Context: an optimization exercise on an open-source flow, tuned for small area and a short achievable clock period. The choices shown serve that exercise and are no tape-out recipe. The RTL was checked by simulation tests, not by an equivalence proof against the original design. No driver is modelled on the clock port, so clocking that relies on it looks cheaper here than on a real chip. Power and IR drop assume default switching activity.

==> flow/design.v (excerpt) <==
module fir_filter (
   input  logic               clk,
   input  logic               rst,
   input  logic signed [15:0] inp,
   output logic signed [39:0] outp
);
export LEC_CHECK = 0
export CAP_MARGIN = 20
export CORE_MARGIN = 2
export CORE_UTILIZATION = 55
export CTS_BUF_LIST = sky130_fd_sc_hd__clkbuf_16
export CTS_CLUSTER_DIAMETER = 100
export CTS_CLUSTER_SIZE = 30
export SETUP_SLACK_MARGIN = 4.1
export SLEW_MARGIN = 20
create_clock -name core_clock -period 6.0 [get_ports {clk}]
standard.sh (not shown) runs the stock make flow with config.mk's settings and CLKGATE_MAP_FILE= SYNTH_SCRIPT=/design/flow/synth_recipe.tcl, a recipe that flattens the netlist after the stock synthesis.
==> flow/flow/run.sh <==
#!/bin/bash
# The standard layout with four changes:
#  - the netlist from the standard synthesis gets an inverter-removal pass
#    (flow/polarity.py) and has the full adders on carry-propagate paths split
#    into faster gates (flow/faconv.py), and its two carry-propagate adders
#    rebuilt as parallel-prefix adders (flow/cparebuild.py), and the last
#    level of its carry-save adders split into faster gates (flow/loopfa.py)
#    before floorplanning; registers and
#    ports are untouched, and the result is kept only if Yosys proves it
#    equivalent to the standard netlist
#  - the ports get plain buffers (buf_2) instead of delay cells
#  - timing repair may resize cells across footprints
#  - the clock tree loses its root buffer (flow/cts_flatten.tcl): the clock
#    port drives the middle-level clock buffers directly
set -e
R=orfs/results/sky130hd/fir_filter/base
VARS=(MATCH_CELL_FOOTPRINT=0 "BUFFER_PORTS_ARGS=-buffer_cell sky130_fd_sc_hd__buf_2")
bash standard.sh "${VARS[@]}" synth > synth.log 2>&1
cp $R/1_2_yosys.v before.v
python3 flow/polarity.py before.v pol.v 20000 > polarity.log 2>&1
python3 flow/faconv.py pol.v fa.v >> polarity.log 2>&1
python3 flow/cparebuild.py fa.v cpa.v >> polarity.log 2>&1
python3 flow/loopfa.py cpa.v after.v >> polarity.log 2>&1
# internal nets of the two netlists must not pair by name: the pass flips some
sed -E 's/\b(_[0-9]{4}_)/\1g/g; s/\b(_pol[0-9]{4}_)/\1g/g; s/\\(dsum|ysum|c23)\[/\\\1g[/g' after.v > after_renamed.v
sed "s#LIBFILE#$FLOW_HOME/platforms/sky130hd/lib/sky130_fd_sc_hd__tt_025C_1v80.lib#" flow/eq.ys > eq.ys
YOSYS=$(command -v yosys || echo /OpenROAD-flow-scripts/tools/install/yosys/bin/yosys)
if "$YOSYS" -q -l eq.log eq.ys > eq_stdout.log 2>&1; then
  echo "equivalence proven, using the pass" >> polarity.log
  cp after.v $R/1_2_yosys.v
  rm -f $R/1_synth.odb $R/1_synth.sdc
else
  echo "equivalence NOT proven, keeping the standard netlist" >> polarity.log
fi
bash standard.sh "${VARS[@]}" cts > cts.log 2>&1
ODB=$R/4_cts.odb openroad -no_init -exit flow/cts_flatten.tcl > cts_flatten.log 2>&1
bash standard.sh "${VARS[@]}" finish > standard.log 2>&1
Other scripts of this flow, unchanged in this note and not shown: flow/flow/cparebuild.py, flow/flow/cts_flatten.tcl, flow/flow/eq.ys, flow/flow/faconv.py, flow/flow/loopfa.py, flow/flow/polarity.py
The baseline finished with timing, DRC and antenna clean.
Change:
CTS_CLUSTER_DIAMETER = 80   (was 100)
CTS_CLUSTER_SIZE = 24   (was 30)
SETUP_SLACK_MARGIN = 3.85   (was 4.1)
The new run finished clean.
Routed wire length drops by a few percent.
Sequential power goes down by a few percent.
Non-clock buffer count falls by 43.
Change:
CORE_UTILIZATION = 50   (was 55)
CTS_CLUSTER_DIAMETER = 100   (was 80)
CTS_CLUSTER_SIZE = 30   (was 24)
Effect: Register-to-register slack hardly moves; maximum frequency hardly moves; global-route usage went down by 1.0 points.
Change:
CORE_UTILIZATION = 55   (was 50)
SETUP_SLACK_MARGIN = 4.0   (was 3.85)
What happened: Sequential power is higher by about 2%. Clock-buffer cell count does not change. Clock skew grows by 0.0047 ns. Clock power goes down by about 4%. Critical path depth is unchanged. Final cell count barely changes. Combinational power grows by 12%. Setup slack gets better by 0.011 ns. Fmax climbs by 0.51%.
Change:
CTS_CLUSTER_DIAMETER = 70   (was 100)
CTS_CLUSTER_SIZE = 20   (was 30)
SETUP_SLACK_MARGIN = 3.85   (was 4.0)
Result: Critical path depth is unchanged; count of clock-buffer cells in the layout grows by 8; cell area decreases slightly; die area stays the same; wire length fell slightly; core utilization went down by 1.0 points; sequential power decreases by a few percent; sequential cell count stays the same.
Change:
CORE_UTILIZATION = 65   (was 55)
CTS_CLUSTER_DIAMETER = 100   (was 70)
CTS_CLUSTER_SIZE = 30   (was 20)
Result: Worst setup slack loses 0.020 ns. Flip-flop and latch count is unchanged. Utilization is higher by 9.2 points. Synthesized cell count stays the same. First-iteration DRC count increases by 1.0%. Sequential share of layout area came out higher by 1.0 points. Global-route usage came out higher by 2.9 points.

* * *

Starting RTL as in the previous note.
## fir_filter
module fir_filter (
   input  logic               clk,
   input  logic               rst,
   input  logic signed [15:0] inp,
   output logic signed [39:0] outp
);
   localparam logic [23:0] G_RESET = 24'hFF8000;    
   localparam logic [23:0] G_CONST = 24'hEF0001;
   logic signed [15:0] line [15];
   logic        [23:0] ysum;        
   logic        [16:0] dsum;        
   logic signed [16:0] d;
   logic        [23:0] gs, gc;
   logic        [23:0] ys, yc;
   logic signed [23:0] y;
   logic               ysg;     
   logic               ysg2;    
   logic        [23:0] c23;     
   logic        [3:0]  cnt;     
   logic               v12;     
   logic        [23:0] xo, do16, nlo, gk;
   logic        [23:0] gs1, gc1, gs2, gc2, gs3, gc3;
   logic        [23:0] ys1, yc1, ys2, yc2, ys3, yc3;
   always_comb begin
      xo   = {8'd0, ~inp[15], inp[14:0]};                      
      do16 = {3'd0, ~d[16], d[15:0], 4'd0};                    
      nlo  = {8'd0, line[14][15], ~line[14][14:0]};           
      gk   = G_CONST;
      gs1 = gs ^ gc ^ do16;
      gc1 = ((gs & gc) | (gs & do16) | (gc & do16)) << 1;
      gs2 = gs1 ^ gc1 ^ nlo;
      gc2 = (((gs1 & gc1) | (gs1 & nlo) | (gc1 & nlo)) << 1) | (gk & 24'd1);
      gs3 = gs2 ^ gc2 ^ (xo | (gk & ~24'd1)) ;
      gc3 = ((gs2 & gc2) | (gs2 & (xo | (gk & ~24'd1))) | (gc2 & (xo | (gk & ~24'd1)))) << 1;
      ys1 = ys ^ yc ^ gs;
      yc1 = ((ys & yc) | (ys & gs) | (yc & gs)) << 1;
      ys2 = ys1 ^ yc1 ^ gc;
      yc2 = ((ys1 & yc1) | (ys1 & gc) | (yc1 & gc)) << 1;
      ys3 = ys2 ^ yc2 ^ xo;
      yc3 = ((ys2 & yc2) | (ys2 & xo) | (yc2 & xo)) << 1;
   end
   always_ff @(posedge clk) begin
      line[0] <= inp;
      for (int k = 1; k < 13; k++) line[k] <= line[k-1];
      if (rst) begin
         line[13] <= 16'sd0;
         line[14] <= 16'sd0;
  ...
export LEC_CHECK = 0
export CAP_MARGIN = 20
export CORE_MARGIN = 2
export CORE_UTILIZATION = 55
export CTS_BUF_LIST = sky130_fd_sc_hd__clkbuf_16
export CTS_CLUSTER_DIAMETER = 100
export CTS_CLUSTER_SIZE = 30
export SETUP_SLACK_MARGIN = 3.8
export SLEW_MARGIN = 20
create_clock -name core_clock -period 6.0 [get_ports {clk}]
Scripts as last shown in full above: flow/flow/run.sh
Other scripts of this flow, unchanged in this note and not shown: flow/flow/cparebuild.py, flow/flow/cts_flatten.tcl, flow/flow/eq.ys, flow/flow/faconv.py, flow/flow/loopfa.py, flow/flow/polarity.py
The baseline completed without violations.
==> next run, changes <==
- SETUP_SLACK_MARGIN: 3.8 -> 3.75
Effect: The new run went through all stages and came out clean. Global-route usage is about the same. Worst hold slack barely changes. Fmax stays flat. Non-clock buffer count is unchanged. First-iteration DRC count came out lower by 0.50%. Routed wire length decreases by about 0.6%. Cell area went down by 0.84%. Combinational power shrinks by about 2%.
==> next run, changes <==
- SETUP_SLACK_MARGIN: 3.75 -> 3.85
- The changed run produced a clean layout
- core utilization went up by 0.57 points
- final area went up by 0.95%
- non-clock buffer count climbs by 1

* * *

== north ==
The RTL this note starts from:
==> flow/design.v <==
module fir_filter (
   input  logic               clk,
   input  logic               rst,
   input  logic signed [15:0] inp,
   output logic signed [39:0] outp
);
   logic signed [15:0] line [16];
   logic signed [16:0] d;
   logic        [23:0] gs, gc;
   logic        [23:0] ys, yc;
   logic signed [23:0] y;
   logic        [3:0]  cnt;     
   logic               v13;     
   logic        [23:0] x_e, d16_e, nt14_e;
   logic        [23:0] gs1, gc1, gs2, gc2, gs3, gc3;
   logic        [23:0] ys1, yc1, ys2, yc2, ys3, yc3;
   always_comb begin
      x_e    = {{8{inp[15]}}, inp};
      d16_e  = {{3{d[16]}}, d, 4'd0};
      nt14_e = ~{{8{line[14][15]}}, line[14]};    
      gs1 = gs ^ gc ^ d16_e;
      gc1 = ((gs & gc) | (gs & d16_e) | (gc & d16_e)) << 1;
      gs2 = gs1 ^ gc1 ^ nt14_e;
      gc2 = (((gs1 & gc1) | (gs1 & nt14_e) | (gc1 & nt14_e)) << 1) | 24'd1;
      gs3 = gs2 ^ gc2 ^ x_e;
      gc3 = ((gs2 & gc2) | (gs2 & x_e) | (gc2 & x_e)) << 1;
      ys1 = ys ^ yc ^ gs;
      yc1 = ((ys & yc) | (ys & gs) | (yc & gs)) << 1;
      ys2 = ys1 ^ yc1 ^ gc;
      yc2 = ((ys1 & yc1) | (ys1 & gc) | (yc1 & gc)) << 1;
      ys3 = ys2 ^ yc2 ^ x_e;
      yc3 = ((ys2 & yc2) | (ys2 & x_e) | (yc2 & x_e)) << 1;
   end
   always_ff @(posedge clk) begin
      for (int k = 1; k < 14; k++) line[k] <= line[k-1];
      if (rst) begin
         line[0]  <= 16'sd0;
         line[14] <= 16'sd0;
         line[15] <= 16'sd0;
         d        <= 17'sd0;
         gs       <= 24'd0;
         gc       <= 24'd0;
         ys       <= 24'd0;
         yc       <= 24'd0;
         y        <= 24'sd0;
         cnt      <= 4'd0;
         v13      <= 1'b0;
      end else begin
         line[0]  <= inp;
         line[14] <= v13 ? line[13] : 16'sd0;
         line[15] <= line[14];
         d        <= 17'(line[14]) - 17'(v13 ? line[13] : 16'sd0);
         gs       <= gs3;
         gc       <= gc3;
         ys       <= ys3;
         yc       <= yc3;
         y        <= ys + yc;
         if (cnt != 4'd15) cnt <= cnt + 4'd1;
         v13      <= (cnt >= 4'd12);
      end
   end
   assign outp = 40'(y);
endmodule
Settings: LEC_CHECK=0, CAP_MARGIN=20, CORE_MARGIN=2, CORE_UTILIZATION=40, CTS_BUF_LIST=sky130_fd_sc_hd__clkbuf_16, CTS_CLUSTER_DIAMETER=80, CTS_CLUSTER_SIZE=24, SETUP_SLACK_MARGIN=3.9, SLEW_MARGIN=20; clock period 6.0 ns.
==> flow/flow/run.sh <==
#!/bin/bash
# The standard layout, with plain buffers on the ports and timing repair
# free to resize across cell footprints.
set -e
bash standard.sh MATCH_CELL_FOOTPRINT=0 "BUFFER_PORTS_ARGS=-buffer_cell sky130_fd_sc_hd__buf_4" finish > standard.log 2>&1
> inputs changed (north -> south)
Settings: CTS_BUF_LIST: sky130_fd_sc_hd__clkbuf_16 -> unset; CTS_CLUSTER_DIAMETER: 80 -> unset; CTS_CLUSTER_SIZE: 24 -> unset; SETUP_SLACK_MARGIN: 3.9 -> unset.
==> flow/run.sh (new file) <==
#!/bin/bash
# synth_recipe.tcl (not shown) runs the flow's synth.tcl, then flattens the netlist and writes it again
# the make line also repeats each setting of config.mk as NAME=value (left out here)
make -C /OpenROAD-flow-scripts/flow DESIGN_CONFIG=/design/flow/config.mk WORK_HOME=/design/flow/orfs CLKGATE_MAP_FILE= SYNTH_SCRIPT=/design/flow/synth_recipe.tcl finish
removed: flow/flow/run.sh
removed: flow/standard.sh
Results
- Filler cell count in the final layout: south vs north, no meaningful difference
- As of south, power density over cell area had risen by more than 10% compared to north.
- Cell at the slowest stage of the critical path = sky130_fd_sc_hd__dfxtp_4: north; cell at the slowest stage of the critical path = sky130_fd_sc_hd__clkdlybuf4s50_1: south
- Pin count of the biggest net entering global routing: south vs north down 28%
- Delta (south minus north): fmax moved down; worst setup slack moved down.
Input-level comparison between east and south:
Settings: an added CTS_CLUSTER_SIZE of 24; an added CTS_BUF_LIST of sky130_fd_sc_hd__clkbuf_16; an added SETUP_SLACK_MARGIN of 3.9; an added CTS_CLUSTER_DIAMETER of 80.
Notes after the runs:
Looking at worst setup slack across east and south, the one that comes out higher is east. Between south and east, the flow reports sequential power increasing slightly. Looking at slowest stage cell on the critical path, the sky130_fd_sc_hd__dfxtp_4 result is from east; the sky130_fd_sc_hd__clkdlybuf4s50_1 one comes from south. Part of the total power dissipated in the clock network, east and south: smaller value in east.
For west, these inputs were changed with respect to east:
Settings: a change of SETUP_SLACK_MARGIN from 3.9 to 3.6.
[summary]
- The sequential power in west sits about 2% below the value recorded for east.
- On depth of the worst register-to-register path, the higher figure sits with east, not west.
- Post-cts gate resize count: higher on east
- Going from east to west, synthesized area saw little to no change; portion of the clock cycle consumed by the worst path in the final layout saw an increase.

* * *

RTL: one of the versions met above, not the one the previous note started from.
Size in the first run: ~13000 um^2 of cells after synthesis.
clock: 6.0 ns
lec_check: 0
cap_margin: 20
core_margin: 2
core_utilization: 55
cts_buf_list: sky130_fd_sc_hd__clkbuf_16
cts_cluster_diameter: 80
cts_cluster_size: 24
setup_slack_margin: 3.95
slew_margin: 20
==> flow/flow/run.sh <==
#!/bin/bash
# The standard layout with three changes:
#  - the netlist from the standard synthesis gets an inverter-removal pass
#    (flow/polarity.py) and has the full adders on carry-propagate paths split
#    into faster gates (flow/faconv.py), and its two carry-propagate adders
#    rebuilt as parallel-prefix adders (flow/cparebuild.py) before
#    floorplanning; registers and
#    ports are untouched, and the result is kept only if Yosys proves it
#    equivalent to the standard netlist
#  - the ports get plain buffers (buf_2) instead of delay cells
#  - timing repair may resize cells across footprints
set -e
R=orfs/results/sky130hd/fir_filter/base
VARS=(MATCH_CELL_FOOTPRINT=0 "BUFFER_PORTS_ARGS=-buffer_cell sky130_fd_sc_hd__buf_2")
bash standard.sh "${VARS[@]}" synth > synth.log 2>&1
cp $R/1_2_yosys.v before.v
python3 flow/polarity.py before.v pol.v 20000 > polarity.log 2>&1
python3 flow/faconv.py pol.v fa.v >> polarity.log 2>&1
python3 flow/cparebuild.py fa.v after.v >> polarity.log 2>&1
# internal nets of the two netlists must not pair by name: the pass flips some
sed -E 's/\b(_[0-9]{4}_)/\1g/g; s/\b(_pol[0-9]{4}_)/\1g/g; s/\\(dsum|ysum|c23)\[/\\\1g[/g' after.v > after_renamed.v
sed "s#LIBFILE#$FLOW_HOME/platforms/sky130hd/lib/sky130_fd_sc_hd__tt_025C_1v80.lib#" flow/eq.ys > eq.ys
YOSYS=$(command -v yosys || echo /OpenROAD-flow-scripts/tools/install/yosys/bin/yosys)
if "$YOSYS" -q -l eq.log eq.ys > eq_stdout.log 2>&1; then
  echo "equivalence proven, using the pass" >> polarity.log
  cp after.v $R/1_2_yosys.v
  rm -f $R/1_synth.odb $R/1_synth.sdc
else
  echo "equivalence NOT proven, keeping the standard netlist" >> polarity.log
fi
bash standard.sh "${VARS[@]}" finish > standard.log 2>&1
Other scripts of this flow, unchanged in this note and not shown: flow/flow/cparebuild.py, flow/flow/eq.ys, flow/flow/faconv.py, flow/flow/polarity.py
The first run finished clean.
Then changed:
Settings changed: CTS_CLUSTER_DIAMETER 80 to 100, CTS_CLUSTER_SIZE 24 to 30, SETUP_SLACK_MARGIN 3.95 to 3.85.
What happened: Wire length increases by 3.3%; via count hardly moves; design area shrinks by 1.7%; worst setup slack improves by 4.5 ps; cell count shrinks by 0.79%.
Then changed:
Settings changed: CTS_CLUSTER_DIAMETER 100 to 80, CTS_CLUSTER_SIZE 30 to 24, SETUP_SLACK_MARGIN 3.85 to 3.9.
The new run completed with no timing, DRC or antenna violations.
Wire length is lower slightly.
Worst hold slack is worse by 7.3 ps.
Design area increases by a few percent.
Register-to-register slack is about the same.
Non-clock buffer count climbs by 4.
Then changed:
Settings changed: SETUP_SLACK_MARGIN 3.9 to 3.85.
The changed run passed the timing, DRC and antenna checks.
Sequential cell count stays the same.
Combinational power went down by a few percent.
Via count barely changes.
Sequential power hardly moves.
Sequential share of layout area grows by 0.58 points.
Then changed:
--- a/flow/flow/run.sh
+++ b/flow/flow/run.sh
@@ -1,4 +1,4 @@
 #!/bin/bash
-# The standard layout with three changes:
+# The standard layout with four changes:
 #  - the netlist from the standard synthesis gets an inverter-removal pass
 #    (flow/polarity.py) and has the full adders on carry-propagate paths split
@@ -10,4 +10,6 @@
 #  - the ports get plain buffers (buf_2) instead of delay cells
 #  - timing repair may resize cells across footprints
+#  - the clock tree loses its root buffer (flow/cts_flatten.tcl): the clock
+#    port drives the middle-level clock buffers directly
 set -e
 R=orfs/results/sky130hd/fir_filter/base
@@ -29,3 +31,5 @@
   echo "equivalence NOT proven, keeping the standard netlist" >> polarity.log
 fi
+bash standard.sh "${VARS[@]}" cts > cts.log 2>&1
+ODB=$R/4_cts.odb openroad -no_init -exit flow/cts_flatten.tcl > cts_flatten.log 2>&1
 bash standard.sh "${VARS[@]}" finish > standard.log 2>&1
==> flow/flow/cts_flatten.tcl (new file) <==
# Drop the root level of the clock tree: the clock port drives the (two)
# middle-level clock buffers directly, and they drive the leaf buffers. Every
# register still gets the clock through two buffers of the same kind.
read_db $::env(ODB)
set block [ord::get_db_block]
set root [$block findInst clkbuf_0_clk]
if {$root eq "NULL" || $root eq ""} { puts "no root clock buffer"; exit 0 }
set clknet [[$root findITerm A] getNet]
set rootnet [[$root findITerm X] getNet]
set mids {}
foreach it [$rootnet getITerms] {
  set inst [$it getInst]
  if {[$inst getName] eq [$root getName]} continue
  lappend mids $it
}
if {[llength $mids] > 4} { puts "cts_flatten: root drives [llength $mids] cells, left as is"; exit 0 }
foreach it $mids {
  $it disconnect
  $it connect $clknet
}
odb::dbInst_destroy $root
odb::dbNet_destroy $rootnet
puts "cts_flatten: clock port now drives [llength $mids] clock buffers directly"
write_db $::env(ODB)
Settings changed: CTS_CLUSTER_DIAMETER 80 to 100, CTS_CLUSTER_SIZE 24 to 30.
Cell area falls by 1.5%.
Power falls by 3.9%.
Register-to-register slack is about the same.

[re-timing with driven ports]
How much do the figures lean on ideal ports? The routed layouts below were timed once more, with nothing changed but the port constraints. Step 1, drivers: a clkbuf_16 drives clk and a buf_2 each remaining input, both assumed. Step 2 moves the port delays by t, midway between the first and last clock arrival at a register: inputs arrive t later, outputs are due t later. That takes back most of the time a late clock gives input paths. Slacks: no drivers / after step 1 / after step 2; pairs: no drivers / after step 1.
run | t, ns | setup WS [ns] | worst register clock-pin slew, ns | pins driven straight from the clock port
the first run of note 1 | 0.438 | 3.912 / 3.847 / 3.682 | 0.11 / 0.11 | 2
the second run of note 1 | 0.446 | 3.912 / 3.854 / 3.533 | 0.10 / 0.10 | 2
the third run of note 1 | 0.444 | 3.912 / 3.850 / 3.549 | 0.11 / 0.11 | 2
the fourth run of note 1 | 0.439 | 3.923 / 3.862 / 3.572 | 0.12 / 0.12 | 2
the fifth run of note 1 | 0.458 | 3.912 / 3.853 / 3.536 | 0.09 / 0.09 | 2
the sixth run of note 1 | 0.435 | 3.892 / 3.865 / 3.516 | 0.11 / 0.11 | 2
the first run of note 2 | 0.447 | 3.873 / 3.821 / 3.544 | 0.12 / 0.12 | 2
the second run of note 2 | 0.446 | 3.872 / 3.855 / 3.540 | 0.12 / 0.12 | 2
the third run of note 2 | 0.428 | 3.923 / 3.865 / 3.680 | 0.12 / 0.12 | 2
north | 0.573 | 3.679 / 3.640 / 3.458 | 0.10 / 0.10 | 1
south | 0.560 | 3.081 / 3.033 / 3.121 | 0.06 / 0.06 | 1
east | 0.554 | 3.657 / 3.611 / 3.388 | 0.10 / 0.10 | 1
west | 0.569 | 3.554 / 3.506 / 3.197 | 0.10 / 0.10 | 1
the first run of note 4 | 0.562 | 3.789 / 3.743 / 3.530 | 0.10 / 0.10 | 1
the second run of note 4 | 0.562 | 3.794 / 3.745 / 3.760 | 0.11 / 0.11 | 1
the third run of note 4 | 0.573 | 3.771 / 3.721 / 3.572 | 0.10 / 0.10 | 1
the fourth run of note 4 | 0.573 | 3.788 / 3.738 / 3.763 | 0.10 / 0.10 | 1
the fifth run of note 4 | 0.444 | 3.860 / 3.860 / 3.779 | 0.11 / 0.11 | 2
After both steps setup and hold are still met in every run listed. The setup slack of the second run of note 1, which loses most, moves by -0.058 ns with the drivers and by -0.379 ns with both steps.
